What follows belongs to an exercise in optimizing a design on an open flow for small area and a short achievable clock period; a production flow would make more cautious choices.
RTL that was checked went through simulation tests only; none was proved equivalent to the original.
For runs 1 to 3, only the layout was checked, not whether the RTL still works.

==> flow/design.v, too long to show whole: its modules and the start of the top module <==
// module fpu_pfx_add: 36 lines
// module fpu_lzc32: 32 lines
// module fpu_special_case: 59 lines
// module fpu_add_far: 81 lines
// module fpu_add_near: 65 lines
// module fpu_adder: 82 lines
// module fpu_multiplier: 56 lines
// module fpu_mul_tree: 484 lines
// module fpu_top: 97 lines
module fpu_top (
	input  logic             clk,
	input  logic             i_rst_n,
	input  logic [1:0]       i_op,
	input  logic [31:0]      i_a,
	input  logic [31:0]      i_b,
	output logic [31:0]      o_result
);
  // ...
==> flow/flow/run.sh <==
#!/bin/bash
set -euo pipefail
ARGS=("SETUP_SLACK_MARGIN=5.5" "BUFFER_PORTS_ARGS=-buffer_cell sky130_fd_sc_hd__buf_2")
bash standard.sh "${ARGS[@]}" synth > flow_synth.log 2>&1
R=orfs/results/${FLOW_PLATFORM:-sky130hd}/fpu_top/base
cp "$R/1_2_yosys.v" "$R/1_2_yosys_std.v"
python3 flow/fixfa2.py "$R/1_2_yosys_std.v" "$R/1_2_yosys.v" > flow_fixfa.log 2>&1
touch "$R/1_2_yosys.v"
bash standard.sh "${ARGS[@]}" finish > flow_make.log 2>&1
==> flow/flow/fixfa2.py <==
#!/usr/bin/env python3
"""Remove inverters around full adders in a Yosys gate netlist.

A full adder is self-dual: FA(~a, ~b, ~c) = (~sum, ~cout). Yosys's adder extraction
leaves inverters between many sky130 fa cells; choosing for each fa cell whether it
works on true or complemented signals can make most of them unnecessary. This picks
those choices by local search to minimise the number of inverters, then rewrites the
netlist: the function at every port and register is unchanged.

usage: fixfa2.py in.v out.v
"""
import random
import re
import sys
from collections import defaultdict

INV = "sky130_fd_sc_hd__inv_2"
OUTS = {"X", "Y", "SUM", "COUT", "Q", "Q_N", "HI", "LO"}
FA_IN = ("A", "B", "CIN")
FA_OUT = ("SUM", "COUT")

src = open(sys.argv[1]).read()
m = re.search(r"\n\s*module\s+(\S+)\s*\(", src)
head_end = src.index(";", m.end()) + 1
end = src.rindex("endmodule")
body = src[head_end:end]

cell_re = re.compile(r"\n(\s*)((?:\(\*[^\n]*\*\)\s*)*)(sky130_fd_sc_hd__\w+)\s+(\S+)\s*\((.*?)\);", re.S)
pin_re = re.compile(r"\.(\w+)\(\s*(.*?)\s*\)\s*(?:,|$)", re.S)

cells = {}
pieces = []
pos = 0
for cm in cell_re.finditer(body):
    pieces.append(body[pos:cm.start()])
    pos = cm.end()
    typ, name, pins = cm.group(3), cm.group(4), cm.group(5)
    cells[name] = [typ, dict((p, n.strip()) for p, n in pin_re.findall(pins))]
pieces.append(body[pos:])
rest_text = "".join(pieces)

is_inv = lambda n: cells[n][0].startswith("sky130_fd_sc_hd__inv_")
is_fa = lambda n: cells[n][0].startswith("sky130_fd_sc_hd__fa_")

# nets referenced outside cell instances: ports and assigns keep their function
ports = set()
for d in re.findall(r"\b(?:input|output|inout)\b[^;]*;", src):
    ports.update(re.findall(r"\\?[A-Za-z_][\w$\[\]]*", d.split(None, 1)[1] if False else d))
ext_text = re.sub(r"\bwire\b[^;]*;", "", rest_text)
ext = set(re.findall(r"\\\S+|[A-Za-z_][\w$]*(?:\[\d+\])?", ext_text))
for d in re.findall(r"\b(?:input|output|inout)\s+(?:\[[^\]]*\]\s*)?(\S+?)\s*;", src):
    ext.add(d)


def expand(net):
    return net


drv = {}
for name, (typ, pm) in cells.items():
    for p, n in pm.items():
        if p in OUTS:
            drv[n] = (name, p)


def base(net):
    par = 0
    seen = 0
    while net in drv and is_inv(drv[net][0]) and seen < 50:
        net = cells[drv[net][0]][1]["A"]
        par ^= 1
        seen += 1
    return net, par


def ext_used(net):
    b = net.split("[")[0]
    return net in ext or b in ext


# consumers of each root: (cell, pin, parity); inverters only count through their loads
cons = defaultdict(list)
fixed_roots = set()
for name, (typ, pm) in cells.items():
    if is_inv(name):
        continue
    for p, n in pm.items():
        if p in OUTS:
            continue
        r, par = base(n)
        cons[r].append((name, p, par))
# nets used outside cells: their chain must stay as it is
for name, (typ, pm) in cells.items():
    if is_inv(name):
        y = pm["Y"]
        if ext_used(y):
            r, par = base(y)
            fixed_roots.add(r)
for n in list(drv):
    if ext_used(n):
        fixed_roots.add(base(n)[0])

fa_names = [n for n in cells if is_fa(n)]
ha_names = [n for n in cells if cells[n][0] == "sky130_fd_sc_hd__ha_1"]
flip = dict((n, 0) for n in fa_names + ha_names)
free = set(ha_names)
for n in fa_names:
    pm = cells[n][1]
    if all(pm[p] not in fixed_roots for p in FA_OUT):
        free.add(n)


HA_IN = ("A", "B")


def in_pins(c):
    return FA_IN if is_fa(c) else HA_IN


def root_phys(r):
    d = drv.get(r)
    if d and d[0] in flip and is_fa(d[0]) and d[1] in FA_OUT:
        return flip[d[0]]
    return 0


def root_cost(r):
    if r in fixed_roots:
        return 0
    ph = root_phys(r)
    for (c, p, par) in cons[r]:
        need = par ^ (flip[c] if (c in flip and p in in_pins(c)) else 0)
        if need != ph:
            return 1
    return 0


fa_roots = {}
for n in fa_names:
    pm = cells[n][1]
    rs = set(pm[p] for p in FA_OUT)
    rs.update(base(pm[p])[0] for p in FA_IN)
    fa_roots[n] = rs
for n in ha_names:
    pm = cells[n][1]
    fa_roots[n] = set(base(pm[p])[0] for p in HA_IN)

roots = set(cons) | set(drv)
cost = sum(root_cost(r) for r in roots if r not in fixed_roots)
before = cost


def delta(n):
    rs = fa_roots[n]
    b = sum(root_cost(r) for r in rs)
    flip[n] ^= 1
    a = sum(root_cost(r) for r in rs)
    flip[n] ^= 1
    return a - b


rng = random.Random(1)
order = sorted(free)
for it in range(60):
    rng.shuffle(order)
    improved = False
    for n in order:
        d = delta(n)
        if d < 0 or (d == 0 and rng.random() < 0.3 and it < 40):
            flip[n] ^= 1
            cost += d
            if d < 0:
                improved = True
    if not improved and it >= 40:
        break
cost = sum(root_cost(r) for r in roots if r not in fixed_roots)

# rebuild: drop every inverter that is not on a fixed chain, then add one per root that
# needs its complement
keep_inv = set()
for name in cells:
    if is_inv(name):
        r, par = base(cells[name][1]["Y"])
        if r in fixed_roots:
            keep_inv.add(name)
new_cells = {}
for name, (typ, pm) in cells.items():
    if is_inv(name) and name not in keep_inv:
        continue
    new_cells[name] = [typ, dict(pm)]

new_wires = []
compl = {}


def complement_of(r):
    if r not in compl:
        w = f"_fixfa_n{len(compl)}_"
        new_wires.append(w)
        new_cells[f"_fixfa_inv{len(compl)}_"] = [INV, {"A": r, "Y": w}]
        compl[r] = w
    return compl[r]


for name, (typ, pm) in list(new_cells.items()):
    if name in keep_inv or name.startswith("_fixfa_inv"):
        continue
    for p, n in list(pm.items()):
        if p in OUTS:
            continue
        r, par = base(n)
        if r in fixed_roots:
            continue
        need = par ^ (flip[name] if (name in flip and p in in_pins(name)) else 0)
        pm[p] = r if need == root_phys(r) else complement_of(r)

# a flipped half adder takes complemented inputs: sum = xor, carry = nor
for name in ha_names:
    if flip[name] and name in new_cells:
        typ, pm = new_cells.pop(name)
        new_cells[name + "_x"] = ["sky130_fd_sc_hd__xor2_1", {"A": pm["A"], "B": pm["B"], "X": pm["SUM"]}]
        new_cells[name + "_c"] = ["sky130_fd_sc_hd__nor2_1", {"A": pm["A"], "B": pm["B"], "Y": pm["COUT"]}]

out = [src[:head_end], "\n"]
out += [f"  wire {w};\n" for w in new_wires]
out.append(rest_text.rstrip() + "\n")
for name, (typ, pm) in new_cells.items():
    pins = ",\n".join(f"    .{p}({n}{' ' if n.startswith(chr(92)) else ''})" for p, n in pm.items())
    out.append(f"  {typ} {name} (\n{pins}\n  );\n")
out.append(src[end:])
open(sys.argv[2], "w").write("".join(out))
ninv0 = sum(1 for n in cells if is_inv(n))
ninv1 = sum(1 for n in new_cells if new_cells[n][0].startswith("sky130_fd_sc_hd__inv_"))
print(f"fixfa2: {sum(flip[n] for n in fa_names)} of {len(fa_names)} full adders and "
      f"{sum(flip[n] for n in ha_names)} of {len(ha_names)} half adders flipped; "
      f"inverters {ninv0} -> {ninv1}", file=sys.stderr)
==> flow/standard.sh <==
#!/bin/bash
# synth_recipe.tcl (not shown) runs the flow's synth.tcl, then flattens the netlist and writes it again
# the make line also repeats each setting of config.mk as NAME=value (left out here)
make -C /OpenROAD-flow-scripts/flow DESIGN_CONFIG=/design/flow/config.mk WORK_HOME=/design/flow/orfs CLKGATE_MAP_FILE= SYNTH_SCRIPT=/design/flow/synth_recipe.tcl "${@:-finish}"
==> flow/config.mk <==
export PLATFORM = sky130hd
export DESIGN_NAME = fpu_top
export DESIGN_NICKNAME = fpu_top
export VERILOG_FILES = /design/flow/design.v
export SDC_FILE = /design/flow/constraint.sdc
export NUM_CORES = 4
export LEC_CHECK = 0
export ABC_AREA = 1
export CAP_MARGIN = 20
export CORE_MARGIN = 2
export CORE_UTILIZATION = 40
export SLEW_MARGIN = 20
==> flow/constraint.sdc <==
create_clock -name core_clock -period 17.0 [get_ports {clk}]
set_input_delay 3.4000 -clock core_clock [delete_from_list [all_inputs] [get_ports {clk}]]
set_output_delay 3.4000 -clock core_clock [all_outputs]
set_load 0.01 [all_outputs]
==> results.cfg, run 1 <==
[cells_and_area]
multi_input_comb_area_mm2 = 0.0269
final_cell_mix = nand2_1, nand3_1, inv_2
fin_nets = 5232
syn2layout_area_growth_pct = 9.41
buffers_excl_clock = 228
post-route-util_pct = 44.1
buffer_area_share_pct = 5.54
reg_top3 = o_result: 32 flops
largest-register = o_result
stdcell_count = 5717
drive_above_1_share_pct = 18.4
fillers = 8119

[sta]
fmax_ghz = 0.0896
slew_headroom_pct = 16.7
finalSetupViolCount = 0
rsz0062_at_grt = true

[yosys]
syn-instance-count = 4789
syn-mean-instance-area_um2 = 6.26
synth_fp_nets = 5276

[floorplanning]
die_h_um = 278
io_pins = 100

[routing]
wl_met3_um = 16700
ant_nets = 0

[grt]
grt_util_met3_pct = 8.54
grt_use_met1_pct = 48.0
grt-ovfl-total = 0
grt_most_used_layer = met2

[clock_tree]
holdBufCountCts = 0
clkSinkCount = 32

[critical_path]
slowest_stage = fa_1
cp-startpoint = i_a[21]
crit_cells = 37
endpoint_kind = flip-flop
slowest_delay_ns = 0.52

[place]
gp_congestion = 1.02
dp_hpwl_um = 103000

[status]
status = complete, no violations
==> run 2: changes to the inputs <==
--- a/flow/config.mk
+++ b/flow/config.mk
@@ -11,2 +11,3 @@
 export CORE_UTILIZATION = 40
+export GPL_ROUTABILITY_DRIVEN = 0
 export SLEW_MARGIN = 20
==> run 2 against run 1 <==
  * Final area about the same
  * Global-route usage decreased by 1.5 points
  * Die area unchanged
  * Critical path depth increased by 21
  * Critical path type unchanged
  * Synthesized cell count unchanged
  * Sequential cell count unchanged
  * Largest cell class unchanged
  * Hold slack improved by 0.0088 ns
==> results.cfg, run 2 <==
[yosys]
syn-instance-count = 4789
yosys_warnings = 32
syn-mean-instance-area_um2 = 6.26
synth_fp_nets = 5276
synth_area_mm2 = 0.0300

[clock_tree]
h-tree-depth = 2
cts_inserted_buffers = 5
cts_tree = built
clock_path_buffers = 2
clk_pin_slew_worst_paths_ns = 0.06
clkSinkCount = 32
holdBufCountCts = 0
cts_root_buffer = clkbuf_16

[grt]
grt-ovfl-total = 0
global_route.usage.total_pct = 32.8
grt_max_degree = 68
grt_pass1_vias = 31700
antenna_found_initial = 5
grt_pass1_wl_um = 196000

[cells_and_area]
fillers = 7963
stdcell_count = 5723
reg_top3 = o_result: 32 flops
final_common_cell = nand2_1
final_cell_mix = nand2_1, nand3_1, inv_2
largest_register_ffs = 32
drive_above_1_share_pct = 18.4
largest-register = o_result
fin_nets = 5237
syn2layout_area_growth_pct = 9.33

[sta]
tns_ns = 0
worstMarginPinSlew_ns = 1.05
finalMaxSlewViolations = 0
finalSetupViolCount = 0
fin_crit_sh_pct = 66.0
hold_violations = 0
fmax_ghz = 0.0891
slew_headroom_pct = 30.1
period_needed_ns = 11.22
rsz0062_at_grt = true

[job]
max_cap_viol_count = 0

[floorplanning]
design.die.area_mm2 = 0.0772
rows = 100
start_util_pct = 40.3
core_region_area_mm2 = 0.0743
die_h_um = 278
die_x_um = 278
io_pins = 100

[place]
place_inst = 5627
portBuffers = 99
dp_hpwl_um = 99100

[critical_path]
slowest_stage = fa_4
path_class = in2reg
crit_path_start_kind = input pin
slowest_delay_ns = 0.54
worstPathArrival_ns = 11.38
endpoint_kind = flip-flop
critPathMaxFanout = 14
crit_required_ns = 17.16
crit_top_cell = nand2_1

[routing]
routed_wirelength_um = 136000
wire_per_inst_um = 23.7
ant_nets = 0
dr.pass1.iters = 8
detail_route.iter0.violations = 4980
routed_via_density = 6.12
via_count = 35000
drc = 0

[worst_hold_path]
hp-class = in2async

[status]
status = complete, no violations
[run 2: layout make-up]
type	count	area [um^2]	area share [%]
multi-input cells	4001	26800	81.6
repair buffers	235	1940	5.92
inverters	474	1910	5.83
well taps	969	1210	3.70
flip-flops and latches	32	801	2.44
clock buffers	5	125	0.382
clock inverters	3	18.8	0.0573
diodes	3	7.51	0.0229
repair inverters	1	3.75	0.0115
[run 2: repair_timing]
action | 4_1_cts | 5_1_grt
gates cloned | 3 | 14
gates resized for setup | 62 | 170
setup endpoints to repair | 31 | 31
buffers inserted | 8 | 60
pin swaps | 8 | 35
[run 2: worst max-delay path, delay by kind of cell]
family          cells  cell delay [ns]
simple gates       35             3.62
compound gates      9             1.67
buf+inv            10             1.41
fa+ha+maj           3             1.08
xor+xnor            1             0.14
[run 2: how the worst max path moves through the flow]
| stage | from | end | depth (start not counted) |
|---|---|---|---|
| after detailed placement | i_b[24] | o_result[27]$_DFF_PN0_ | 60 |
| after floorplan | i_a[26] | o_result[27]$_DFF_PN0_ | 62 |
| after CTS | i_a[26] | o_result[27]$_DFF_PN0_ | 63 |
| after global routing | i_a[28] | o_result[27]$_DFF_PN0_ | 63 |
| final | i_b[24] | o_result[15]$_DFF_PN0_ | 58 |
| after global placement | i_b[24] | o_result[27]$_DFF_PN0_ | 60 |
[run 2: metrics by stage]
stage                     utilization, %  cell area, um^2  hold WS [ns]  setup slack [ns]
after floorplan                        -            30000          3.10              6.05
after global placement              41.7            31000          3.53              3.76
after detailed placement            41.7            31000          3.54              3.53
after CTS                           42.3            31400          3.25              5.49
after global routing                44.1            32800          3.26              5.37
final                               44.1            32800          3.20              5.78
[run 2: layer usage]
layer	global-route usage [%]	up-vias	part of all wire, %
met4	13.3	4	5.1
met1	45.4	16300	40
met5	0	-	0.018
met3	7.37	471	13
li1	-	15900	-
met2	49.3	2368	42
==> run 3: changes to the inputs <==
--- a/flow/flow/run.sh
+++ b/flow/flow/run.sh
@@ -2,3 +2,3 @@
 set -euo pipefail
-ARGS=("SETUP_SLACK_MARGIN=5.5" "BUFFER_PORTS_ARGS=-buffer_cell sky130_fd_sc_hd__buf_2")
+ARGS=("SETUP_SLACK_MARGIN=5.5" "BUFFER_PORTS_ARGS=-buffer_cell sky130_fd_sc_hd__buf_4")
 bash standard.sh "${ARGS[@]}" synth > flow_synth.log 2>&1
--- a/flow/config.mk
+++ b/flow/config.mk
@@ -11,3 +11,2 @@
 export CORE_UTILIZATION = 40
-export GPL_ROUTABILITY_DRIVEN = 0
 export SLEW_MARGIN = 20
==> run 3 against run 2 <==
  * Utilization rose by 0.16 points
  * Non-clock buffer count fell by 12
  * Via count fell by 1.3%
  * Cell count fell by 0.21%
  * Critical path depth fell by 21
  * First-iteration DRC count fell by 9.7%
  * Global-route usage rose by 1.6 points
  * Synthesized area did not move
  * Sequential cell count did not move
  * Synthesized cell count did not move
  * Critical path type unchanged
  * Critical endpoint is now o_result[9]$_DFF_PN0_
==> results.cfg, run 3 <==
[cells_and_area]
regArea_um2 = 801
drive_above_1_share_pct = 18.3
final_common_cell = nand2_1
diodes = 0
syn2layout_area_growth_pct = 9.74
final_cell_mix = nand2_1, nand3_1, inv_2
largest_register_ffs = 32
largest-register = o_result
multi_input_comb_area_mm2 = 0.0268
reg_top3 = o_result: 32 flops
fillers = 7957
fin_nets = 5228
fin_area_mm2 = 0.0329

[sta]
slew_headroom_pct = 22.6
tns_ns = 0
rsz0062_at_grt = true
period_needed_ns = 11.15
worstMarginPinSlew_ns = 1.15
fmax_ghz = 0.0897
fin_crit_sh_pct = 65.6
finalMaxSlewViolations = 0
finalSetupViolCount = 0
hold_violations = 0

[clock_tree]
clkSinkCount = 32
h-tree-depth = 2
holdBufCountCts = 0
clock_path_buffers = 2
clk_pin_slew_worst_paths_ns = 0.06
cts_inserted_buffers = 5
cts_root_buffer = clkbuf_16
cts_tree = built

[critical_path]
worstPathArrival_ns = 11.28
endpoint_kind = flip-flop
path_class = in2reg
crit_path_start_kind = input pin
critPathMaxFanout = 31
slowest_delay_ns = 0.53
slowest_stage = fa_1
crit_required_ns = 17.14

[place]
placed_area_mm2 = 0.0312
portBuffers = 99
dp_hpwl_um = 104000
gp_congestion = 1.00

[floorplanning]
start_util_pct = 40.3
io_pins = 100
rows = 100
core_region_area_mm2 = 0.0743
die_x_um = 278
design.die.area_mm2 = 0.0772
die_h_um = 278

[routing]
ant_nets = 0
detail_route.iter0.violations = 4499
routed_via_density = 6.05
drc = 0
dr.pass1.iters = 6
via_count = 34600
routed_wirelength_um = 140000
wire_per_inst_um = 24.5

[status]
status = complete, no violations

[grt]
grt_pass1_vias = 31700
grt-ovfl-total = 0
antenna_found_initial = 4
grt_pass1_wl_um = 204000
grt_max_degree = 68
global_route.usage.total_pct = 34.4

[yosys]
synth_area_mm2 = 0.0300
syn-instance-count = 4789
yosys_warnings = 32
synth_fp_nets = 5276
syn-mean-instance-area_um2 = 6.26

[worst_hold_path]
hp-class = in2async

[job]
max_cap_viol_count = 0
-- run 3: path summary, 6_finish.rpt --
check                      slack [ns]                      to  cells past startpoint    start
setup / recovery                 5.85   o_result[9]$_DFF_PN0_                     37  i_a[12]
hold / removal                   3.06  o_result[28]$_DFF_PN0_                      1  i_rst_n
max in group asynchronous       13.61   o_result[0]$_DFF_PN0_                      1  i_rst_n
min in group core_clock          3.59  o_result[27]$_DFF_PN0_                      5  i_a[27]
-- run 3: routing by layer --
layer	routed length (um)	global-route usage [%]
met3	16800	7.28
met2	58400	51.4
met5	27	0
met4	5850	11.2
met1	58500	49.1
-- run 3: cell type report --
| class | count | share of cell area, % |
|---|---|---|
| Sequential cell | 32 | 2.43 |
| Tap cell | 969 | 3.69 |
| Multi-Input combinational cell | 4003 | 81.5 |
| Clock buffer | 5 | 0.380 |
| Inverter | 474 | 5.73 |
| Timing Repair Buffer | 223 | 6.06 |
| Timing Repair inverter | 2 | 0.0456 |
| Clock inverter | 3 | 0.129 |
-- run 3: repair_timing --
action                                  in CTS  in global routing
cloned                                       4                 13
endpoints found under the setup margin      31                 31
resized for setup                           55                139
buffers inserted                             4                 55
pin swaps                                    5                 32
-- run 3: critical path: cells and delay by family --
family	cells	cell delay [ns]
XOR/XNOR	3	0.69
AND/OR/NAND/NOR	16	1.87
adder cells (fa/ha/maj)	6	2.77
AO/OA/AOI/OAI	7	1.19
buffers and inverters	5	1.29
-- run 3: per-stage QoR --
step	utilization (%)	setup slack (ns)	hold slack, ns	instances
floorplan	-	6.05	3.10	4789
global placement	42.0	3.65	3.37	5627
detailed placement	42.0	3.65	3.37	5627
CTS	42.6	5.50	3.08	5643
global route	44.3	5.34	3.10	5711
finish	44.3	5.85	3.06	5711
==> module fpu_pfx_add, before the edit <==
module fpu_pfx_add #(
	parameter int W = 32
) (
	input  logic [W-1:0] i_a,
	input  logic [W-1:0] i_b,
	input  logic         i_ci,
	output logic [W-1:0] o_sum,
	output logic         o_co
);
	localparam int L = (W >= 32) ? 6 : (W >= 16) ? 5 : (W >= 8) ? 4 : (W >= 4) ? 3 : (W >= 2) ? 2 : 1;
	logic [W:0] g [L+1];
	logic [W:0] p [L+1];
	always_comb begin
		g[0][0] = i_ci;
		p[0][0] = 1'b0;
		for (int i = 0; i < W; i++) begin
			g[0][i+1] = i_a[i] & i_b[i];
			p[0][i+1] = i_a[i] ^ i_b[i];
		end
		for (int l = 0; l < L; l++) begin
			for (int i = 0; i <= W; i++) begin
				if ((i >> l) & 1) begin
					g[l+1][i] = g[l][i] | (p[l][i] & g[l][((i >> l) << l) - 1]);
					p[l+1][i] = p[l][i] & p[l][((i >> l) << l) - 1];
				end else begin
					g[l+1][i] = g[l][i];
					p[l+1][i] = p[l][i];
				end
			end
		end
		for (int i = 0; i < W; i++) begin
			o_sum[i] = p[0][i+1] ^ g[L][i];
		end
		o_co = g[L][W];
	end
endmodule
==> run 4: changes to the inputs <==
--- a/flow/design.v
+++ b/flow/design.v
@@ -38,3 +38,6 @@
 			for (int i = 0; i <= W; i++) begin
-				if ((i >> l) & 1) begin
+				if (l == 0 && i > 0) begin
+					g[1][i] = g[0][i] | (p[0][i] & g[0][i-1]);
+					p[1][i] = p[0][i] & p[0][i-1];
+				end else if ((i >> l) & 1) begin
 					g[l+1][i] = g[l][i] | (p[l][i] & g[l][((i >> l) << l) - 1]);
--- a/flow/flow/run.sh
+++ b/flow/flow/run.sh
@@ -2,3 +2,3 @@
 set -euo pipefail
-ARGS=("SETUP_SLACK_MARGIN=5.5" "BUFFER_PORTS_ARGS=-buffer_cell sky130_fd_sc_hd__buf_4")
+ARGS=("SETUP_SLACK_MARGIN=5.5" "BUFFER_PORTS_ARGS=-buffer_cell sky130_fd_sc_hd__buf_2")
 bash standard.sh "${ARGS[@]}" synth > flow_synth.log 2>&1
==> run 4 against run 3 <==
  * Still clean on timing, DRC and antenna
  * Final area is 2.3% lower
  * Synthesized cell count is 0.88% higher
  * Sequential share of layout area is 0.056 points higher
  * Critical path depth is 4 lower
  * Critical path type unchanged
  * Critical endpoint is now o_result[19]$_DFF_PN0_
==> results.cfg, run 4 <==
[sta]
hold_violations = 0
tns_ns = 0
finalSetupViolCount = 0
worstMarginPinSlew_ns = 1.09
finalMaxSlewViolations = 0
rsz0062_at_grt = false
slew_headroom_pct = 25.7
period_needed_ns = 11.19
fmax_ghz = 0.0893
fin_crit_sh_pct = 65.8

[critical_path]
crit_path_start_kind = input pin
critical_path.top_delay_family = adder cells
slowest_stage = nor2_1
slowest_delay_ns = 0.55
worstPathArrival_ns = 11.37
critPathMaxFanout = 26
path_class = in2reg
path_buf_inv = 4
crit_required_ns = 17.17
endpoint_kind = flip-flop
crit_top_cell = nand3_1

[cells_and_area]
fillers = 8049
largest_register_ffs = 32
fin_nets = 5203
stdcell_count = 5705
syn2layout_area_growth_pct = 7.47
largest-register = o_result
final_common_cell = nand2_1
drive_above_1_share_pct = 18.2
final_cell_mix = nand2_1, nand3_1, inv_2
fin_area_mm2 = 0.0322
reg_top3 = o_result: 32 flops

[routing]
detail_route.iter0.violations = 4957
routed_via_density = 6.12
routed_wirelength_um = 140000
wire_per_inst_um = 24.6
drc = 0
dr.pass1.iters = 6
ant_nets = 0
via_count = 34900

[place]
place_inst = 5656
portBuffers = 99
gp_congestion = 1.00
dp_hpwl_um = 101000
placed_area_mm2 = 0.0309

[clock_tree]
clkSinkCount = 32
cts_tree = built
holdBufCountCts = 0
clk_pin_slew_worst_paths_ns = 0.07
cts_root_buffer = clkbuf_16
h-tree-depth = 2
cts_inserted_buffers = 5
clock_path_buffers = 2

[floorplanning]
core_region_area_mm2 = 0.0742
die_x_um = 277
die_h_um = 277
design.die.area_mm2 = 0.0770
rows = 100
io_pins = 100
start_util_pct = 40.3

[grt]
antenna_found_initial = 5
grt_pass1_wl_um = 207000
grt_pass1_vias = 32700
grt_max_degree = 96
global_route.usage.total_pct = 35.0
grt-ovfl-total = 0

[yosys]
syn-instance-count = 4831
synth_fp_nets = 5300
synth_area_mm2 = 0.0299
syn-mean-instance-area_um2 = 6.19
yosys_warnings = 32

[job]
max_cap_viol_count = 0

[status]
status = complete, no violations

[worst_hold_path]
hp-class = in2async
-- run 4: cell types whose count changed in the layout (fill, tap and decap cells not counted), moves of 10 or more --
cell       change
o2111ai_1     +10
or2_2         +14
buf_2         +87
nor2_1        -31
buf_4        -125
nand3_1       +99
a21oi_1       +11
nand3b_1      -10
inv_2         +42
o21ai_0       +45
o221ai_1      -18
o22ai_1       +11
fa_1          -14
nand2_1       -73
-- run 4: worst max-delay path by stage --
stage	startpoint	endpoint	slack, ns	cells after the start
finish	i_b[17]	o_result[19]$_DFF_PN0_	5.81	33
detailed placement	i_b[21]	o_result[20]$_DFF_PN0_	3.15	46
floorplan	i_b[5]	o_result[11]$_DFF_PN0_	6.45	55
global placement	i_b[21]	o_result[21]$_DFF_PN0_	3.05	46
CTS	i_b[30]	o_result[20]$_DFF_PN0_	5.50	53
global route	i_b[3]	o_result[30]$_DFF_PN0_	5.48	55
-- run 4: per-layer routing --
layer  GRT usage, %  wire length [um]  up-vias
met4           12.3              5910       10
met1           49.7             58600    16200
li1               -                 -    16000
met5              0                61        -
met2           51.7             57800     2286
met3           7.93             18000      429
-- run 4: metrics by stage --
step	setup slack (ns)	hold slack [ns]	utilization, %
finish	5.81	3.23	43.3
global route	5.48	3.29	43.3
CTS	5.50	3.25	42.3
detailed placement	3.15	3.55	41.6
global placement	3.05	3.56	41.6
floorplan	6.45	3.10	-
-- run 4: area by class of cell --
cell class / count / area (um^2) / area share (%)
diodes: 1 / 2.50 / 0.00778
multi-input cells: 3996 / 26500 / 82.5
clock inverters: 3 / 46.3 / 0.144
inverters: 517 / 2040 / 6.35
well taps: 969 / 1210 / 3.77
clock buffers: 5 / 125 / 0.389
flip-flops and latches: 32 / 801 / 2.49
repair buffers: 182 / 1390 / 4.32
-- run 4: what timing repair did --
action                                  4_1_cts  5_1_grt
buffers inserted                              9       17
gates resized for setup                      74      127
cloned                                        6        8
endpoints found under the hold margin         0        0
endpoints found under the setup margin       31       31
pin swaps                                     5       11
==> run 5: changes to the inputs <==
--- a/flow/flow/run.sh
+++ b/flow/flow/run.sh
@@ -2,3 +2,3 @@
 set -euo pipefail
-ARGS=("SETUP_SLACK_MARGIN=5.5" "BUFFER_PORTS_ARGS=-buffer_cell sky130_fd_sc_hd__buf_2")
+ARGS=("SETUP_SLACK_MARGIN=6.5" "BUFFER_PORTS_ARGS=-buffer_cell sky130_fd_sc_hd__buf_2")
 bash standard.sh "${ARGS[@]}" synth > flow_synth.log 2>&1
==> run 5 against run 4 <==
  * Utilization grew 6.0 points
  * Critical endpoint is now o_result[8]$_DFF_PN0_
  * Critical path depth grew 4
  * Synthesized area is the same
  * Die area is the same
  * Sequential share of layout area shrank 0.30 points
  * Still clean on timing, DRC and antenna
  * Wire length grew 7.0%
  * Global-route usage grew 0.50 points
  * Maximum frequency grew 6.9%
==> results.cfg, run 5 <==
[status]
status = complete, no violations

[yosys]
syn-instance-count = 4831
yosys_warnings = 32
syn-mean-instance-area_um2 = 6.19
synth_area_mm2 = 0.0299
synth_fp_nets = 5300

[cells_and_area]
largest-register = o_result
syn2layout_area_growth_pct = 22.4
drive_above_1_share_pct = 27.5
final_cell_mix = nand2_1, nand3_1, inv_2
final_common_cell = nand2_1
reg_top3 = o_result: 32 flops
fin_area_mm2 = 0.0366
largest_register_ffs = 32
fin_nets = 5409

[sta]
worstMarginPinSlew_ns = 1.12
finalSetupViolCount = 0
tns_ns = 0
finalMaxSlewViolations = 0
fin_crit_sh_pct = 61.6
post-route-worst-setup-slack_ns = 6.53
hold_violations = 0
slew_headroom_pct = 25.4
fmax_ghz = 0.0955
rsz0062_at_grt = true
period_needed_ns = 10.47

[critical_path]
slowest_delay_ns = 0.57
critPathMaxFanout = 27
path_class = in2reg
slowest_stage = fa_1
crit_top_cell = nand3_1
crit_required_ns = 17.19
endpoint_kind = flip-flop
crit_path_start_kind = input pin
worstPathArrival_ns = 10.66

[grt]
global_route.usage.total_pct = 35.5
grt_pass1_wl_um = 210000
antenna_found_initial = 7
grt_max_degree = 58
grt_pass1_vias = 33500
grt-ovfl-total = 0

[routing]
detail_route.iter0.violations = 5174
ant_nets = 0
routed_via_density = 6.26
routed_wirelength_um = 150000
wire_per_inst_um = 25.4
via_count = 37000
dr.pass1.iters = 6
drc = 0

[place]
dp_hpwl_um = 100000
dp_slack_ns = 3.19
portBuffers = 99
gp_congestion = 1.01
placed_area_mm2 = 0.0309

[floorplanning]
core_region_area_mm2 = 0.0742
die_h_um = 277
die_x_um = 277
rows = 100
start_util_pct = 40.3
io_pins = 100
design.die.area_mm2 = 0.0770

[clock_tree]
clk_pin_slew_worst_paths_ns = 0.07
cts_root_buffer = clkbuf_16
h-tree-depth = 2
clkSinkCount = 32
clock_path_buffers = 2
cts_tree = built
cts_inserted_buffers = 5
holdBufCountCts = 0

[worst_hold_path]
hp-class = in2async

[job]
max_cap_viol_count = 0

[pwr]
run 5: worst max path at each step:
stage,from,end,slack (ns),cells past startpoint
global route,i_b[3],o_result[15]$_DFF_PN0_,6.29,58
floorplan,i_b[1],o_result[11]$_DFF_PN0_,6.51,55
CTS,i_b[11],o_result[25]$_DFF_PN0_,6.50,37
global placement,i_b[21],o_result[20]$_DFF_PN0_,2.97,47
detailed placement,i_b[21],o_result[20]$_DFF_PN0_,3.19,47
finish,i_a[11],o_result[8]$_DFF_PN0_,6.53,37
run 5: per-layer routing:
| layer | routed length [um] | vias up | global-route usage (%) |
|---|---|---|---|
| met2 | 61500 | 2756 | 52.4 |
| met3 | 21500 | 586 | 9.80 |
| met4 | 8050 | 8 | 13.9 |
| met5 | 147 | - | 0 |
| met1 | 59000 | 17300 | 48.8 |
| li1 | - | 16400 | - |
run 5: area by class of cell:
cell class / count / area, um^2
diodes: 3 / 7.51
clock buffers: 5 / 125
clock inverters: 3 / 18.8
fillers: 7565 / 37600
inverters: 517 / 2250
multi-input cells: 4007 / 28500
flip-flops and latches: 32 / 801
well taps: 969 / 1210
repair buffers: 366 / 3570
repair inverters: 11 / 104
run 5: worst max-delay path, delay by kind of cell:
family                   cells  cell delay (ns)
AO/OA/AOI/OAI                8             1.49
XOR/XNOR                     2             0.39
adder cells (fa/ha/maj)      5             2.56
buffers and inverters        9             1.36
AND/OR/NAND/NOR             13             1.43
run 5: stage by stage:
stage / utilization [%] / cells / hold WS [ns]
2_1_floorplan: - / 4831 / 3.10
3_3_place_gp: 41.6 / 5658 / 3.56
3_5_place_dp: 41.6 / 5659 / 3.55
4_1_cts: 44.3 / 5741 / 3.24
5_1_grt: 49.3 / 5910 / 3.28
6_report: 49.4 / 5913 / 3.22
run 5: repair_timing:
item | 4_1_cts | 5_1_grt
gates resized for setup | 275 | 530
cloned | 20 | 32
setup endpoints to repair | 32 | 31
pin swaps | 39 | 154
buffers inserted | 54 | 137
==> run 6: changes to the inputs <==
--- a/flow/flow/run.sh
+++ b/flow/flow/run.sh
@@ -2,3 +2,3 @@
 set -euo pipefail
-ARGS=("SETUP_SLACK_MARGIN=6.5" "BUFFER_PORTS_ARGS=-buffer_cell sky130_fd_sc_hd__buf_2")
+ARGS=("SETUP_SLACK_MARGIN=6" "RECOVER_POWER=50" "BUFFER_PORTS_ARGS=-buffer_cell sky130_fd_sc_hd__buf_2")
 bash standard.sh "${ARGS[@]}" synth > flow_synth.log 2>&1
==> run 6 against run 5 <==
  * Die area unchanged
  * Highest routed layer unchanged
  * Cell count shrank 2.7%
  * First-iteration DRC count decreased by 5.1%
  * Worst setup slack worse by 0.27 ns
  * Wire length down 4.7%
  * Synthesized cell count stayed put
  * Maximum frequency fell by 2.5%
  * Critical path type unchanged
  * Sequential cell count did not move
  * Now fails the layout checks on max-capacitance violations, max-slew violations
  * Non-clock buffer count decreased by 142
  * Critical path depth down 1
==> results.cfg, run 6 <==
[job]
max_cap_viol_count = 1

[yosys]
yosys_warnings = 32
syn-mean-instance-area_um2 = 6.19
synth_fp_nets = 5300
synth_area_mm2 = 0.0299
syn-instance-count = 4831

[clock_tree]
clock_path_buffers = 2
clkSinkCount = 32
clk_pin_slew_worst_paths_ns = 0.07
cts_root_buffer = clkbuf_16
holdBufCountCts = 0
cts_tree = built
h-tree-depth = 2
cts_inserted_buffers = 5

[floorplanning]
design.die.area_mm2 = 0.0770
core_region_area_mm2 = 0.0742
rows = 100
start_util_pct = 40.3
die_h_um = 277
io_pins = 100
die_x_um = 277

[critical_path]
path_class = in2reg
critical_path.top_delay_family = adder cells
critPathMaxFanout = 26
endpoint_kind = flip-flop
path_buf_inv = 6
crit_path_start_kind = input pin
crit_required_ns = 17.17
worstPathArrival_ns = 10.91
crit_top_cell = nand3_1
slowest_delay_ns = 0.63
slowest_stage = fa_1

[worst_hold_path]
worstHoldPathCells = 5
min_to = o_result[30]$_DFF_PN0_
hp-start = i_b[30]
hp-class = in2reg

[routing]
via_count = 35400
routed_via_density = 6.15
detail_route.iter0.violations = 4909
dr.pass1.iters = 6
routed_wirelength_um = 143000
drc = 0
ant_nets = 0
wire_per_inst_um = 24.9

[place]
dp_slack_ns = 3.15
gp_congestion = 1.00
portBuffers = 99
dp_hpwl_um = 101000
place_inst = 5656

[grt]
global_route.usage.total_pct = 35.3
grt_max_degree = 96
grt-ovfl-total = 0
grt_pass1_vias = 32900
grt_pass1_wl_um = 209000
antenna_found_initial = 4

[sta]
tns_ns = 0
slew_headroom_pct = -41.2
fin_crit_sh_pct = 63.2
worstMarginPinSlew_ns = 2.12
fmax_ghz = 0.0931
finalSetupViolCount = 0
finalMaxSlewViolations = 33
holdWs_ns = 3.61
post-route-worst-setup-slack_ns = 6.25
rsz0062_at_grt = true
hold_violations = 0
period_needed_ns = 10.75

[cells_and_area]
final_common_cell = nand2_1
reg_top3 = o_result: 32 flops
largest-register = o_result
stdcell_count = 5751
fin_nets = 5248
fillers = 7959
syn2layout_area_growth_pct = 11.0
drive_above_1_share_pct = 20.1
regArea_um2 = 801
largest_register_ffs = 32
final_cell_mix = nand2_1, nand3_1, inv_2
multi_input_comb_area_mm2 = 0.0270

[status]
status = failed layout checks
check.faults = max-capacitance violations, max-slew violations
==> run 6: repair_timing <==
item	in CTS	in global routing
cloned	11	11
pin swaps	9	38
buffers inserted	23	40
resized for setup	150	220
setup endpoints to repair	32	31
==> run 6: area by class of cell <==
cell class	count	area share [%]
Tap cell	969	3.65
Timing Repair Buffer	224	5.61
Clock buffer	5	0.377
Sequential cell	32	2.41
Inverter	517	6.37
Antenna cell	2	0.0151
Clock inverter	3	0.139
Multi-Input combinational cell	3999	81.4
==> run 6: metrics by stage <==
stage | instance area (um^2) | utilization [%]
finish | 33200 | 44.8
global placement | 30900 | 41.6
floorplan | 29900 | -
global route | 33200 | 44.8
detailed placement | 30900 | 41.6
CTS | 31900 | 43.0
==> run 6: how the worst max path moves through the flow <==
stage,start,endpoint,slack (ns),depth (start not counted)
final,i_a[14],o_result[13]$_DFF_PN0_,6.25,36
after global placement,i_b[21],o_result[21]$_DFF_PN0_,3.05,46
after detailed placement,i_b[21],o_result[20]$_DFF_PN0_,3.15,46
after CTS,i_a[24],o_result[26]$_DFF_PN0_,6.00,52
after floorplan,i_b[5],o_result[11]$_DFF_PN0_,6.45,55
after global routing,i_a[28],o_result[28]$_DFF_PN0_,5.93,52
==> run 6: metal layers <==
metal / routed length [um] / global-route usage [%] / share of wire, % / vias to the layer above
li1: - / - / - / 16100
met1: 59200 / 49.6 / 41 / 16500
met2: 58600 / 52.1 / 41 / 2356
met3: 19000 / 8.73 / 13 / 437
met4: 6200 / 12.8 / 4.3 / 6
met5: 39 / 0 / 0.027 / -
==> run 7: changes to the inputs <==
--- a/flow/flow/run.sh
+++ b/flow/flow/run.sh
@@ -2,3 +2,3 @@
 set -euo pipefail
-ARGS=("SETUP_SLACK_MARGIN=6" "RECOVER_POWER=50" "BUFFER_PORTS_ARGS=-buffer_cell sky130_fd_sc_hd__buf_2")
+ARGS=("SETUP_SLACK_MARGIN=5.75" "BUFFER_PORTS_ARGS=-buffer_cell sky130_fd_sc_hd__buf_2")
 bash standard.sh "${ARGS[@]}" synth > flow_synth.log 2>&1
==> run 7 against run 6 <==
  * Now clean on timing, DRC and antenna
  * Utilization shrank 0.74 points
  * Via count decreased by 0.79%
  * Sequential share of layout area about the same
  * Global-route usage shrank 0.14 points
==> results.cfg, run 7 <==
[sta]
finalMaxSlewViolations = 0
fin_crit_sh_pct = 64.4
rsz0062_at_grt = true
worstMarginPinSlew_ns = 1.10
fmax_ghz = 0.0913
post-route-worst-setup-slack_ns = 6.05
tns_ns = 0
hold_violations = 0
finalSetupViolCount = 0
slew_headroom_pct = 25.1
period_needed_ns = 10.95

[cells_and_area]
largest_register_ffs = 32
stdcell_count = 5732
fin_nets = 5230
final_cell_mix = nand2_1, nand3_1, inv_2
reg_top3 = o_result: 32 flops
largest-register = o_result
drive_above_1_share_pct = 19.4
fin_area_mm2 = 0.0327
fillers = 8015
final_common_cell = nand2_1
syn2layout_area_growth_pct = 9.20

[place]
placed_area_mm2 = 0.0309
gp_congestion = 1.00
portBuffers = 99
dp_hpwl_um = 101000
place_inst = 5656
dp_slack_ns = 3.15

[worst_hold_path]
hp-class = in2async

[routing]
wire_per_inst_um = 24.7
via_count = 35100
ant_nets = 0
detail_route.iter0.violations = 4882
dr.pass1.iters = 7
routed_wirelength_um = 141000
routed_via_density = 6.12
drc = 0

[yosys]
synth_fp_nets = 5300
syn-instance-count = 4831
syn-mean-instance-area_um2 = 6.19
synth_area_mm2 = 0.0299
yosys_warnings = 32

[critical_path]
slowest_stage = fa_1
worstPathArrival_ns = 11.12
crit_path_start_kind = input pin
path_class = in2reg
crit_top_cell = nand3_1
critPathMaxFanout = 26
crit_required_ns = 17.17
slowest_delay_ns = 0.56
endpoint_kind = flip-flop

[clock_tree]
cts_inserted_buffers = 5
clk_pin_slew_worst_paths_ns = 0.07
h-tree-depth = 2
clock_path_buffers = 2
cts_tree = built
cts_root_buffer = clkbuf_16
clkSinkCount = 32

[grt]
grt_max_degree = 96
global_route.usage.total_pct = 35.2
grt-ovfl-total = 0
grt_pass1_wl_um = 208000
antenna_found_initial = 3
grt_pass1_vias = 32800

[job]
max_cap_viol_count = 0

[floorplanning]
die_x_um = 277
start_util_pct = 40.3
core_region_area_mm2 = 0.0742
design.die.area_mm2 = 0.0770
rows = 100
io_pins = 100
die_h_um = 277

[status]
status = complete, no violations
[run 7: changes by cell type in the layout (fill, tap and decap cells not counted), sizes merged]
cell      previous run  this run
buf                192       196
bufbuf               2         0
bufinv               3         1
clkbuf              35        15
clkinv              22        23
clkinvlp             2         1
diode                2         1
inv                493       495
nand2             1126      1125
nor2               349       350
[run 7: how the worst max path moves through the flow]
| stage | endpoint | cells after the start | startpoint |
|---|---|---|---|
| floorplan | o_result[11]$_DFF_PN0_ | 55 | i_b[5] |
| global placement | o_result[21]$_DFF_PN0_ | 46 | i_b[21] |
| detailed placement | o_result[20]$_DFF_PN0_ | 46 | i_b[21] |
| CTS | o_result[20]$_DFF_PN0_ | 41 | i_b[24] |
| global route | o_result[20]$_DFF_PN0_ | 50 | i_b[2] |
| finish | o_result[19]$_DFF_PN0_ | 41 | i_b[27] |
[run 7: metrics by stage]
stage	hold slack [ns]	utilization [%]
finish	3.22	44.0
global placement	3.56	41.6
detailed placement	3.55	41.6
global route	3.29	44.0
floorplan	3.10	-
CTS	3.25	42.7
[run 7: cell type report]
| class | instances | area [um^2] | area share (%) |
|---|---|---|---|
| Inverter | 517 | 2060 | 6.32 |
| Clock inverter | 3 | 46.3 | 0.142 |
| Sequential cell | 32 | 801 | 2.45 |
| Multi-Input combinational cell | 3999 | 26800 | 82.0 |
| Antenna cell | 1 | 2.50 | 0.00766 |
| Clock buffer | 5 | 125 | 0.383 |
| Timing Repair Buffer | 206 | 1640 | 5.01 |
| Tap cell | 969 | 1210 | 3.71 |
[run 7: repair_timing]
action	in CTS	in global routing
setup buffers	18	30
gates resized for setup	111	167
pin swaps	7	18
endpoints found under the setup margin	31	31
hold buffers	0	0
cloned	8	11
[run 7: per-layer routing]
metal	share of wire (%)	routed length, um	track usage, %	vias to the layer above
met5	0.018	26	0	-
met4	4.3	6140	12.5	4
met2	41	58000	51.9	2324
met1	42	58800	49.8	16300
met3	13	18400	8.05	412
li1	-	-	-	16000
[run 7: critical path, delay by kind of cell]
kind / cells / cell delay (ns)
buffers and inverters: 11 / 1.33
XOR/XNOR: 2 / 0.43
AO/OA/AOI/OAI: 3 / 0.47
adder cells (fa/ha/maj): 5 / 2.44
AND/OR/NAND/NOR: 20 / 2.97
==> run 8: changes to the inputs <==
--- a/flow/flow/run.sh
+++ b/flow/flow/run.sh
@@ -2,3 +2,3 @@
 set -euo pipefail
-ARGS=("SETUP_SLACK_MARGIN=5.75" "BUFFER_PORTS_ARGS=-buffer_cell sky130_fd_sc_hd__buf_2")
+ARGS=("SETUP_SLACK_MARGIN=6.25" "BUFFER_PORTS_ARGS=-buffer_cell sky130_fd_sc_hd__buf_2")
 bash standard.sh "${ARGS[@]}" synth > flow_synth.log 2>&1
==> run 8 against run 7 <==
  * Utilization is 3.2 points higher
  * Count of clock-buffer cells in the layout stayed put
  * Sequential share of layout area is 0.16 points lower
  * Critical path depth is 1 higher
  * First-iteration DRC count is 4.5% higher
  * Die area stayed put
  * Final area is 7.2% higher
  * Still clean on timing, DRC and antenna
  * Cell count is 1.8% higher
  * Hold slack better by 0.0040 ns
  * Worst setup slack better by 0.36 ns
==> results.cfg, run 8 <==
[yosys]
synth_area_mm2 = 0.0299
syn-instance-count = 4831
synth_fp_nets = 5300
syn-mean-instance-area_um2 = 6.19
yosys_warnings = 32

[sta]
post-route-worst-setup-slack_ns = 6.41
holdWs_ns = 3.23
finalSetupViolCount = 0
worstMarginPinSlew_ns = 1.26
period_needed_ns = 10.59
finalMaxSlewViolations = 0
tns_ns = 0
fmax_ghz = 0.0944
rsz0062_at_grt = false
fin_crit_sh_pct = 62.3
hold_violations = 0
slew_headroom_pct = 16.2

[routing]
wl_met3_um = 20600
routed_wirelength_um = 147000
wire_per_inst_um = 25.1
ant_nets = 0
dr.pass1.iters = 10
drc = 0
detail_route.iter0.violations = 5100
routed.top_layer = met5
via_count = 36000
wl_met2_um = 60200
wl_met1_um = 59000
routed_via_density = 6.17

[critical_path]
critPathMaxFanout = 8
worstPathArrival_ns = 10.73
slowest_delay_ns = 0.62
crit_required_ns = 17.13
crit_top_cell = nand3_1
path_class = in2reg
endpoint_kind = flip-flop
crit_path_start_kind = input pin
slowest_stage = fa_1

[grt]
global_route.usage.total_pct = 35.5
grt_pass1_vias = 33100
grt_pass1_wl_um = 210000
grt-ovfl-total = 0
antenna_found_initial = 4
grt_max_degree = 69

[floorplanning]
die_x_um = 277
die_h_um = 277
rows = 100
io_pins = 100
design.die.area_mm2 = 0.0770
core_region_area_mm2 = 0.0742
start_util_pct = 40.3

[worst_hold_path]
hp-class = in2async

[cells_and_area]
largest_register_ffs = 32
fin_nets = 5335
drive_above_1_share_pct = 24.0
final_cell_mix = nand2_1, nand3_1, inv_2
reg_top3 = o_result: 32 flops
final_common_cell = nand2_1
syn2layout_area_growth_pct = 17.1
largest-register = o_result

[clock_tree]
clkSinkCount = 32
h-tree-depth = 2
cts_inserted_buffers = 5
clk_pin_slew_worst_paths_ns = 0.07
cts_root_buffer = clkbuf_16
clock_path_buffers = 2
cts_tree = built

[place]
portBuffers = 99
gp_congestion = 1.00
dp_slack_ns = 3.15
dp_hpwl_um = 101000

[status]
status = complete, no violations

[job]
max_cap_viol_count = 0
run 8: through the flow:
| stage | instance area (um^2) | utilization [%] | std cells |
|---|---|---|---|
| 2_1_floorplan | 29900 | - | 4831 |
| 3_3_place_gp | 30900 | 41.6 | 5656 |
| 3_5_place_dp | 30900 | 41.6 | 5656 |
| 4_1_cts | 32200 | 43.4 | 5708 |
| 5_1_grt | 35000 | 47.2 | 5836 |
| 6_report | 35000 | 47.2 | 5837 |
run 8: critical path, delay by kind of cell:
family / cells / cell delay (ns)
simple gates: 20 / 2.62
buf+inv: 12 / 1.42
fa+ha+maj: 5 / 2.50
compound gates: 3 / 0.32
xor+xnor: 2 / 0.43
run 8: timing repair:
| action | 4_1_cts | 5_1_grt |
|---|---|---|
| gates resized for setup | 197 | 423 |
| endpoints found under the setup margin | 32 | 31 |
| hold endpoints to repair | 0 | 0 |
| gates cloned | 13 | 24 |
| setup buffers | 31 | 104 |
| pin swaps | 13 | 109 |
| hold buffers | 0 | 0 |
run 8: area by class of cell:
cell class | instances | area [um^2]
Multi-Input combinational cell | 4002 | 27800
Timing Repair inverter | 4 | 37.5
Clock inverter | 3 | 46.3
Tap cell | 969 | 1210
Timing Repair Buffer | 304 | 2810
Clock buffer | 5 | 125
Antenna cell | 1 | 2.50
Fill cell | 7762 | 39200
Sequential cell | 32 | 801
Inverter | 517 | 2230
run 8: how the worst max path moves through the flow:
stage,start,end,slack [ns],cells past startpoint
final,i_b[30],o_result[1]$_DFF_PN0_,6.41,42
after global routing,i_b[24],o_result[26]$_DFF_PN0_,6.14,53
after CTS,i_b[9],o_result[0]$_DFF_PN0_,6.25,37
after detailed placement,i_b[21],o_result[20]$_DFF_PN0_,3.15,46
after global placement,i_b[21],o_result[21]$_DFF_PN0_,3.05,46
after floorplan,i_b[5],o_result[11]$_DFF_PN0_,6.45,55
run 8: metal layers:
metal  up-vias  track usage [%]
met5         -                0
li1      16200                -
met2      2422             52.2
met1     16800             49.5
met3       480             9.37
met4        10             13.2
==> run 9: changes to the inputs <==
--- a/flow/flow/run.sh
+++ b/flow/flow/run.sh
@@ -2,3 +2,3 @@
 set -euo pipefail
-ARGS=("SETUP_SLACK_MARGIN=6.25" "BUFFER_PORTS_ARGS=-buffer_cell sky130_fd_sc_hd__buf_2")
+ARGS=("SETUP_SLACK_MARGIN=6" "BUFFER_PORTS_ARGS=-buffer_cell sky130_fd_sc_hd__buf_2")
 bash standard.sh "${ARGS[@]}" synth > flow_synth.log 2>&1
==> run 9 against run 8 <==
  * Die area is the same
  * Synthesized cell count is the same
  * Non-clock buffer count shrank 80
  * Utilization shrank 2.4 points
  * Cell count shrank 1.5%
==> results.cfg, run 9 <==
[routing]
drc = 0
via_count = 35400
dr.pass1.iters = 6
wire_per_inst_um = 24.9
detail_route.iter0.violations = 5125
ant_nets = 0
routed_wirelength_um = 143000
routed_via_density = 6.16

[sta]
worstMarginPinSlew_ns = 1.11
rsz0062_at_grt = true
finalMaxSlewViolations = 0
period_needed_ns = 10.76
slew_headroom_pct = 24.4
tns_ns = 0
post-route-worst-setup-slack_ns = 6.24
hold_violations = 0
fin_crit_sh_pct = 63.3
finalSetupViolCount = 0
fmax_ghz = 0.0929

[clock_tree]
h-tree-depth = 2
cts_root_buffer = clkbuf_16
cts_tree = built
holdBufCountCts = 0
clock_path_buffers = 2
cts_inserted_buffers = 5
clkSinkCount = 32
clk_pin_slew_worst_paths_ns = 0.07

[floorplanning]
start_util_pct = 40.3
rows = 100
die_x_um = 277
io_pins = 100
design.die.area_mm2 = 0.0770
core_region_area_mm2 = 0.0742
die_h_um = 277

[place]
gp_congestion = 1.00
dp_hpwl_um = 101000
portBuffers = 99
dp_slack_ns = 3.15

[grt]
antenna_found_initial = 4
global_route.usage.total_pct = 35.3
grt_pass1_wl_um = 209000
grt_pass1_vias = 32900
grt-ovfl-total = 0
grt_max_degree = 96

[cells_and_area]
largest_register_ffs = 32
reg_top3 = o_result: 32 flops
fin_nets = 5248
fillers = 7952
final_common_cell = nand2_1
syn2layout_area_growth_pct = 11.1
drive_above_1_share_pct = 20.4
post-route-util_pct = 44.8
final_cell_mix = nand2_1, nand3_1, inv_2
largest-register = o_result

[status]
status = complete, no violations

[critical_path]
slowest_delay_ns = 0.63
crit_top_cell = nand3_1
crit_path_start_kind = input pin
critPathMaxFanout = 26
worstPathArrival_ns = 10.93
endpoint_kind = flip-flop
slowest_stage = fa_1
path_class = in2reg
crit_required_ns = 17.17

[yosys]
synth_area_mm2 = 0.0299
yosys_warnings = 32
syn-instance-count = 4831
syn-mean-instance-area_um2 = 6.19
synth_fp_nets = 5300

[worst_hold_path]
hp-class = in2async

[job]
max_cap_viol_count = 0
==> run 9: timing repair <==
item	CTS	global route
setup buffers	23	40
cloned	11	11
gates resized for setup	150	220
pin swaps	9	38
setup endpoints to repair	32	31
==> run 9: per-stage QoR <==
step	hold slack (ns)	instances	instance area, um^2
final	3.23	5750	33200
after global routing	3.29	5749	33200
after CTS	3.25	5698	31900
after detailed placement	3.55	5656	30900
after global placement	3.56	5656	30900
after floorplan	3.10	4831	29900
==> run 9: critical path, delay by kind of cell <==
| family | cells | cell delay, ns |
|---|---|---|
| and+or+nand+nor | 15 | 1.84 |
| adders and majority gates | 5 | 2.57 |
| xor gates and xnor gates | 2 | 0.39 |
| buffers and inverters | 6 | 1.27 |
| AOI/OAI and AO/OA | 6 | 1.40 |
==> run 9: layout make-up <==
type                       instances  area [um^2]  share of cell area [%]
multi-input combinational       3999        27000                    81.4
inverter                         517         2120                    6.37
timing repair buffer             224         1880                    5.67
tap                              969         1210                    3.65
sequential                        32          801                    2.41
clock buffer                       5          125                   0.376
clock inverter                     3         46.3                   0.139
antenna                            1         2.50                 0.00753
==> run 9: metal layers <==
layer	share of wire [%]	up-vias	track usage [%]
met5	0.018	-	0
met4	4.4	4	12.8
met3	13	437	8.73
met2	41	2352	52.1
met1	41	16600	49.6
li1	-	16100	-
==> run 9: worst paths after layout <==
kind | from | to | slack (ns) | cells past startpoint
setup / recovery | i_a[14] | o_result[13]$_DFF_PN0_ | 6.24 | 34
hold / removal | i_rst_n | o_result[30]$_DFF_PN0_ | 3.23 | 1
max in group asynchronous | i_rst_n | o_result[5]$_DFF_PN0_ | 13.20 | 1
min in group core_clock | i_b[30] | o_result[30]$_DFF_PN0_ | 3.60 | 5

[port drivers added, routing unchanged]
How much do the figures lean on ideal ports? The routed layouts below were timed once more, with nothing changed but the port constraints. Step 1, drivers: a clkbuf_16 drives clk and a buf_2 each remaining input, both assumed. Step 2 moves the port delays by t, midway between the first and last clock arrival at a register: inputs arrive t later, outputs are due t later. That takes back most of the time a late clock gives input paths. Three values: ideal, step 1, step 2; two values: the first two.
run	t, ns	slack for setup (ns)	hold slack, ns
run 1	0.306	5.844 / 5.854 / 5.548	3.190 / 3.180 / 3.487
run 2	0.304	5.779 / 5.791 / 5.486	3.199 / 3.190 / 3.494
run 3	0.307	5.854 / 5.864 / 5.556	3.064 / 3.051 / 3.358
run 4	0.330	5.806 / 5.829 / 5.500	3.228 / 3.215 / 3.544
run 5	0.329	6.525 / 6.497 / 6.168	3.217 / 3.207 / 3.535
run 6	0.335	6.253 / 6.275 / 5.940	3.610 / 3.588 / 3.861
run 7	0.334	6.050 / 6.076 / 5.742	3.221 / 3.204 / 3.538
run 8	0.336	6.406 / 6.386 / 6.051	3.225 / 3.208 / 3.544
run 9	0.336	6.237 / 6.260 / 5.924	3.233 / 3.214 / 3.550
For run 5, which loses most, drivers alone change the setup slack by -0.028 ns; drivers and shift together by -0.357 ns.
